Context: an optimization exercise on an open-source flow, tuned for a short achievable clock period and few clock cycles. The choices shown serve that exercise and are no tape-out recipe. At most, simulation tests tie the RTL to the original design; equivalence was not proved. Power is estimated from default activity; no workload was simulated.

==> run E: inputs <==
## p_cache
module p_cache #(
    parameter int unsigned LINES      = LINES_DEF,
    parameter int unsigned LINE_WORDS = LINE_WORDS_DEF
) (
    input  logic        clk,
    input  logic        rst_n,
    input  logic [31:0] prg_address,
    input  logic        flush,
    output logic [15:0] instruction,
    output logic        p_cache_miss,
    output logic        mem_req,
    output logic [31:0] mem_addr,
    input  logic        mem_ack,
    input  logic        mem_valid,
    input  logic [15:0] mem_data
);
==> flow/config.mk <==
export PLATFORM = sky130hd
export DESIGN_NAME = p_cache
export DESIGN_NICKNAME = p_cache
export VERILOG_FILES = /design/flow/design.v
export SDC_FILE = /design/flow/constraint.sdc
export NUM_CORES = 4
export LEC_CHECK = 0
export ABC_CLOCK_PERIOD_IN_PS = 3000
export CAP_MARGIN = 20
export CELL_PAD_IN_SITES_DETAIL_PLACEMENT = 0
export CELL_PAD_IN_SITES_GLOBAL_PLACEMENT = 1
export CORE_MARGIN = 2
export CORE_UTILIZATION = 40
export CTS_CLUSTER_DIAMETER = 80
export CTS_CLUSTER_SIZE = 25
export PLACE_DENSITY = 0.6
export SLEW_MARGIN = 20
==> flow/constraint.sdc <==
create_clock -name core_clock -period 11.0 [get_ports {clk}]
set_input_delay 2.2000 -clock core_clock [delete_from_list [all_inputs] [get_ports {clk}]]
set_output_delay 2.2000 -clock core_clock [all_outputs]
set_load 0.01 [all_outputs]
standard.sh (not shown) runs the stock make flow with config.mk's settings and CLKGATE_MAP_FILE= SYNTH_SCRIPT=/design/flow/synth_recipe.tcl, a recipe that flattens the netlist after the stock synthesis.
==> flow/flow/run.sh <==
#!/bin/bash
# Own flow: the standard layout, with timing repair asked to reach a
# larger setup slack than the default of zero, so that the achieved period
# shrinks. Everything else (synthesis, constraints, steps) is standard.
set -euo pipefail
bash standard.sh SETUP_SLACK_MARGIN=8 finish > standard_finish.log 2>&1
==> run F (differences from run E) <==
==> flow/design.v (replaced) <==
package pcache_pkg;
    localparam int unsigned ADDR_W         = 32;
    localparam int unsigned DATA_W         = 16;
    localparam int unsigned LINES_DEF      = 32;
    localparam int unsigned LINE_WORDS_DEF = 8;
    localparam int unsigned INDEX_W_DEF    = $clog2(LINES_DEF);
    localparam int unsigned OFFSET_W_DEF   = $clog2(LINE_WORDS_DEF);
    localparam int unsigned TAG_W_DEF      = ADDR_W - INDEX_W_DEF - OFFSET_W_DEF;
    localparam logic [31:0] STAT_MAX       = 32'hFFFF_FFFF;
    typedef enum logic [1:0] {
        IDLE = 2'd0,
        REQ  = 2'd1,
        FILL = 2'd2,
        DONE = 2'd3
    } pcache_state_e;
    function automatic logic [31:0] sat_inc(input logic [31:0] value);
        sat_inc = (value == STAT_MAX) ? value : value + 32'd1;
    endfunction
endpackage
module pcache_data_ram #(
    parameter int unsigned DEPTH = 256,
    parameter int unsigned AW    = 8,
    parameter int unsigned DW    = 16
) (
    input  logic          clk,
    input  logic          we,
    input  logic [AW-1:0] waddr,
    input  logic [DW-1:0] wdata,
    input  logic [AW-1:0] raddr,
    output logic [DW-1:0] rdata
);
    logic [DW-1:0] mem [DEPTH];
    always_ff @(posedge clk) begin
        if (we) begin
            mem[waddr] <= wdata;
        end
        rdata <= mem[raddr];
    end
endmodule
import pcache_pkg::*;
module p_cache #(
    parameter int unsigned LINES      = LINES_DEF,
    parameter int unsigned LINE_WORDS = LINE_WORDS_DEF
) (
    input  logic        clk,
    input  logic        rst_n,
    input  logic [31:0] prg_address,
    input  logic        flush,
    output logic [15:0] instruction,
    output logic        p_cache_miss,
    output logic        mem_req,
    output logic [31:0] mem_addr,
    input  logic        mem_ack,
    input  logic        mem_valid,
    input  logic [15:0] mem_data
);
    localparam int unsigned INDEX_W  = $clog2(LINES);
    localparam int unsigned OFFSET_W = $clog2(LINE_WORDS);
    localparam int unsigned TAG_W    = ADDR_W - INDEX_W - OFFSET_W;
    localparam int unsigned LINE_W   = ADDR_W - OFFSET_W;
    localparam logic [OFFSET_W-1:0] LAST_BEAT = OFFSET_W'(LINE_WORDS - 1);
    typedef logic [LINE_WORDS-1:0][DATA_W-1:0] line_t;
    line_t [LINES-1:0]           dat_q;
    logic  [LINES-1:0][TAG_W-1:0] tag_q;
    logic  [LINES-1:0]            valid_q;
    logic                  first_q;   
    logic                  dlvr_q;    
    logic                  slow_q;    
    logic [DATA_W-1:0]     instr_q;   
    logic [ADDR_W-1:0]     a_q;       
    logic                  req_q;     
    logic                  wb_q;      
    logic                  ack_q;     
    logic                  fa_q;      
    logic                  done_q;    
    logic [LINE_W-1:0]     fl_q;      
    logic [OFFSET_W-1:0]   bc_q;      
    logic [LINE_WORDS-1:0] mask_q;    
    logic                  bv1_q;     
    logic [OFFSET_W-1:0]   bo1_q;     
    logic [DATA_W-1:0]     bd1_q;     
    line_t                 c0d_q, c1d_q;
    logic [TAG_W-1:0]      c0t_q, c1t_q;
    logic                  c0v_q, c1v_q;
    logic                  cs_q;      
    logic [INDEX_W-1:0]  a_idx, k1, k2, f_idx;
    logic [OFFSET_W-1:0] a_off;
    assign a_idx = a_q[OFFSET_W +: INDEX_W];
    assign a_off = a_q[OFFSET_W-1:0];
    assign k1    = a_idx + INDEX_W'(1);
    assign k2    = a_idx + INDEX_W'(2);
    assign f_idx = fl_q[INDEX_W-1:0];
    logic accept, ack, beat, last_beat, dlv;
    assign accept    = first_q || dlvr_q;
    assign ack       = req_q && mem_ack;
    assign beat      = fa_q && mem_valid;
    assign last_beat = beat && (bc_q == LAST_BEAT);
    assign dlv       = wb_q && mem_valid && (bc_q == a_off);
    logic [INDEX_W-1:0]  n_idx;
    logic [OFFSET_W-1:0] n_off;
    logic [TAG_W-1:0]    n_tag;
    logic n_in0, n_in1, n_arr_hit, n_lmf, n_lm, n_beat, n_b1, n_lastok, n_avail;
    logic n_fh, n_fsrc, n_tc, n_hit, n_wait, n_slow, n_req;
    logic [DATA_W-1:0] n_data;
    assign n_idx = prg_address[OFFSET_W +: INDEX_W];
    assign n_off = prg_address[OFFSET_W-1:0];
    assign n_tag = prg_address[ADDR_W-1 -: TAG_W];
    logic n_s0, n_s1;
    assign n_in0     = (n_idx == a_idx);
    assign n_in1     = (n_idx == k1);
    assign n_s0      = n_in0 && !cs_q;
    assign n_s1      = n_in1 && !cs_q;
    assign n_arr_hit = !flush && ((n_s0 && c0v_q && (c0t_q == n_tag)) ||
                                  (n_s1 && c1v_q && (c1t_q == n_tag)));
    assign n_lmf  = (fl_q == prg_address[ADDR_W-1:OFFSET_W]);
    assign n_lm   = (fa_q || done_q) && n_lmf;
    assign n_beat = fa_q && mem_valid && (bc_q == n_off);
    assign n_b1   = bv1_q && (bo1_q == n_off);
    assign n_lastok = fa_q ? (!(mem_valid && (bc_q == LAST_BEAT)) ||
                              ((&mask_q[LINE_WORDS-2:0]) && !flush))
                           : !flush;
    assign n_avail = mask_q[n_off] && !flush;
    assign n_fh    = n_lm && n_lastok && (n_avail || n_beat);
    assign n_fsrc  = n_beat || n_b1 || n_s0 || n_s1;
    assign n_tc    = fa_q && n_lmf && ((n_off > bc_q) || ((n_off == bc_q) && !mem_valid));
    assign n_hit  = n_arr_hit || (n_fh && n_fsrc);
    assign n_wait = !n_hit && n_tc;
    assign n_slow = first_q || (!n_hit && !n_wait &&
                    ((!n_s0 && !n_s1 && !n_lm) || (n_fh && !n_fsrc)));
    assign n_req  = !n_hit && !n_wait && !n_slow;
    always_comb begin
        if (n_lm && n_beat)                   n_data = mem_data;
        else if (n_lm && n_b1 && !n_arr_hit)  n_data = bd1_q;
        else if (n_s0)                        n_data = c0d_q[n_off];
        else                                  n_data = c1d_q[n_off];
    end
    logic s_arr_hit, s_lm, s_beat, s_fh, s_tc, s_hit;
    logic [DATA_W-1:0] s_data;
    assign s_arr_hit = valid_q[a_idx] && (tag_q[a_idx] == a_q[ADDR_W-1 -: TAG_W]) && !flush;
    assign s_lm      = fa_q && (fl_q == a_q[ADDR_W-1:OFFSET_W]);
    assign s_beat    = mem_valid && (bc_q == a_off);
    assign s_fh      = s_lm && ((mask_q[a_off] && !flush) || s_beat);
    assign s_tc      = s_lm && ((a_off > bc_q) || ((a_off == bc_q) && !mem_valid));
    assign s_hit     = s_arr_hit || s_fh;
    assign s_data    = (s_lm && s_beat) ? mem_data : dat_q[a_idx][a_off];
    assign p_cache_miss = !dlvr_q;
    assign instruction  = instr_q;
    assign mem_req      = req_q;
    assign mem_addr     = {a_q[ADDR_W-1:OFFSET_W], {OFFSET_W{1'b0}}};
    always_ff @(posedge clk) begin
        if (accept)      instr_q <= n_data;
        else if (slow_q) instr_q <= s_data;
        else             instr_q <= mem_data;
    end
    always_ff @(posedge clk or negedge rst_n) begin
        if (!rst_n) begin
            first_q <= 1'b1;
            dlvr_q  <= 1'b0;
            slow_q  <= 1'b0;
            req_q   <= 1'b0;
            wb_q    <= 1'b0;
            ack_q   <= 1'b0;
            fa_q    <= 1'b0;
            done_q  <= 1'b0;
            bc_q    <= '0;
            mask_q  <= '0;
            bv1_q   <= 1'b0;
            c0v_q   <= 1'b0;
            c1v_q   <= 1'b0;
            cs_q    <= 1'b0;
        end else begin
            cs_q    <= accept && !n_in0 && !n_in1;
            first_q <= 1'b0;
            dlvr_q  <= (accept && n_hit) || (slow_q && s_hit) || dlv;
            slow_q  <= accept && n_slow;
            req_q   <= (accept && n_req) || (slow_q && !s_hit && !s_tc) ||
                       (req_q && !mem_ack);
            wb_q    <= (accept && n_wait) || (slow_q && !s_hit && s_tc) || ack ||
                       (wb_q && !dlv);
            ack_q   <= ack;
            done_q  <= last_beat && (&mask_q[LINE_WORDS-2:0]) && !flush && !ack;
            bv1_q   <= beat;
            if (ack) begin
                fa_q   <= 1'b1;
                bc_q   <= '0;
                mask_q <= '0;
            end else begin
                if (last_beat) fa_q <= 1'b0;
                if (beat) bc_q <= bc_q + OFFSET_W'(1);
                mask_q <= (flush ? '0 : mask_q) |
                          (beat ? (LINE_WORDS'(1) << bc_q) : '0);
            end
            if (accept && n_in1 && !n_in0) begin
                c0v_q <= valid_q[k1] && !flush;
                c1v_q <= valid_q[k2] && !flush;
            end else begin
                c0v_q <= valid_q[a_idx] && !flush && !ack;
                c1v_q <= valid_q[k1] && !flush;
            end
        end
    end
    always_ff @(posedge clk) begin
        if (accept) a_q <= prg_address;
        if (ack) fl_q <= a_q[ADDR_W-1:OFFSET_W];
        bo1_q <= bc_q;
        bd1_q <= mem_data;
        if (accept && n_in1 && !n_in0) begin
            c0d_q <= dat_q[k1];
            c0t_q <= tag_q[k1];
            c1d_q <= dat_q[k2];
            c1t_q <= tag_q[k2];
        end else begin
            c0d_q <= dat_q[a_idx];
            c0t_q <= tag_q[a_idx];
            c1d_q <= dat_q[k1];
            c1t_q <= tag_q[k1];
        end
    end
    always_ff @(posedge clk or negedge rst_n) begin
        if (!rst_n) begin
            valid_q <= '0;
        end else if (flush) begin
            valid_q <= '0;
        end else begin
            for (int i = 0; i < LINES; i++) begin
                if (ack && (a_idx == INDEX_W'(i)))
                    valid_q[i] <= 1'b0;
                else if (last_beat && (f_idx == INDEX_W'(i)) && (&mask_q[LINE_WORDS-2:0]))
                    valid_q[i] <= 1'b1;
            end
        end
    end
    always_ff @(posedge clk) begin
        for (int i = 0; i < LINES; i++) begin
            if (ack_q && (a_idx == INDEX_W'(i)))
                tag_q[i] <= a_q[ADDR_W-1 -: TAG_W];
        end
    end
    always_ff @(posedge clk) begin
        for (int i = 0; i < LINES; i++) begin
            for (int w = 0; w < LINE_WORDS; w++) begin
                if (fa_q && (f_idx == INDEX_W'(i)) && (bc_q == OFFSET_W'(w)))
                    dat_q[i][w] <= mem_data;
            end
        end
    end
endmodule
Settings changed: CELL_PAD_IN_SITES_DETAIL_PLACEMENT 0 to 1, CELL_PAD_IN_SITES_GLOBAL_PLACEMENT 1 to 2, CTS_CLUSTER_DIAMETER 80 to not set, CTS_CLUSTER_SIZE 25 to not set.
==> comparison table <==
metric                                                                  run E           run F
Cell count after placement                                             21.69k            6038
Ratio of final minimum period to clock period                          0.3587          0.3568
Share of the final layout cell area in multi-input gates               0.2389          0.3851
Source of the critical timing path                                instr_q[15]          a_q[6]
Peak clock frequency supported by timing                           0.2534 GHz      0.2548 GHz
Clock group power                                                     13.5 mW         5.07 mW
Critical R2R Launch                                                 aoh_q[24]          a_q[6]
Sequential power share                                                  0.572           0.385
Share of synthesized registers carrying an async set or reset         0.01046         0.04439
Result of the run                                              finished clean  finished clean
First-pass GRT wire length                                         1707000 um       423500 um
Total Die Area                                                     561500 um2      174700 um2
Number of vias after detailed routing                                  190.4k          48.47k
Synthesized-area fraction occupied by adder cells                    0.001070        0.003467
Number of global-route vias before repair                              169.1k          47.36k
Initial antenna violation count                                           110              32
Testbench counts of run E, summed over its fixed seeds: cycles 294,956.
No functional check of the RTL was part of run F.

==> separate check: timing with driven ports <==
Ports are ideal in the flow. The routed layouts listed here were re-timed in OpenROAD. Step 1 assumes that a clkbuf_16 drives the clock port and a buf_2 every other input. Step 2 times the ports against the registers' clock, not the clock port: input delays grow and output delays shrink by t, the midpoint of the rising clock arrivals with the driver on. Slacks: ideal / step 1 / step 2; pairs: ideal / step 1.
| run | t (ns) | setup slack, ns | worst slew at a driven data input, ns |
|---|---|---|---|
| run E | 1.180 | 7.054 / 6.924 / 6.161 | 0.23 |
| run F | 0.896 | 7.076 / 7.076 / 6.545 | 0.06 |
After both steps setup and hold are still met in every run listed. For run E, which loses most, drivers alone change the setup slack by -0.130 ns; drivers and shift together by -0.893 ns.
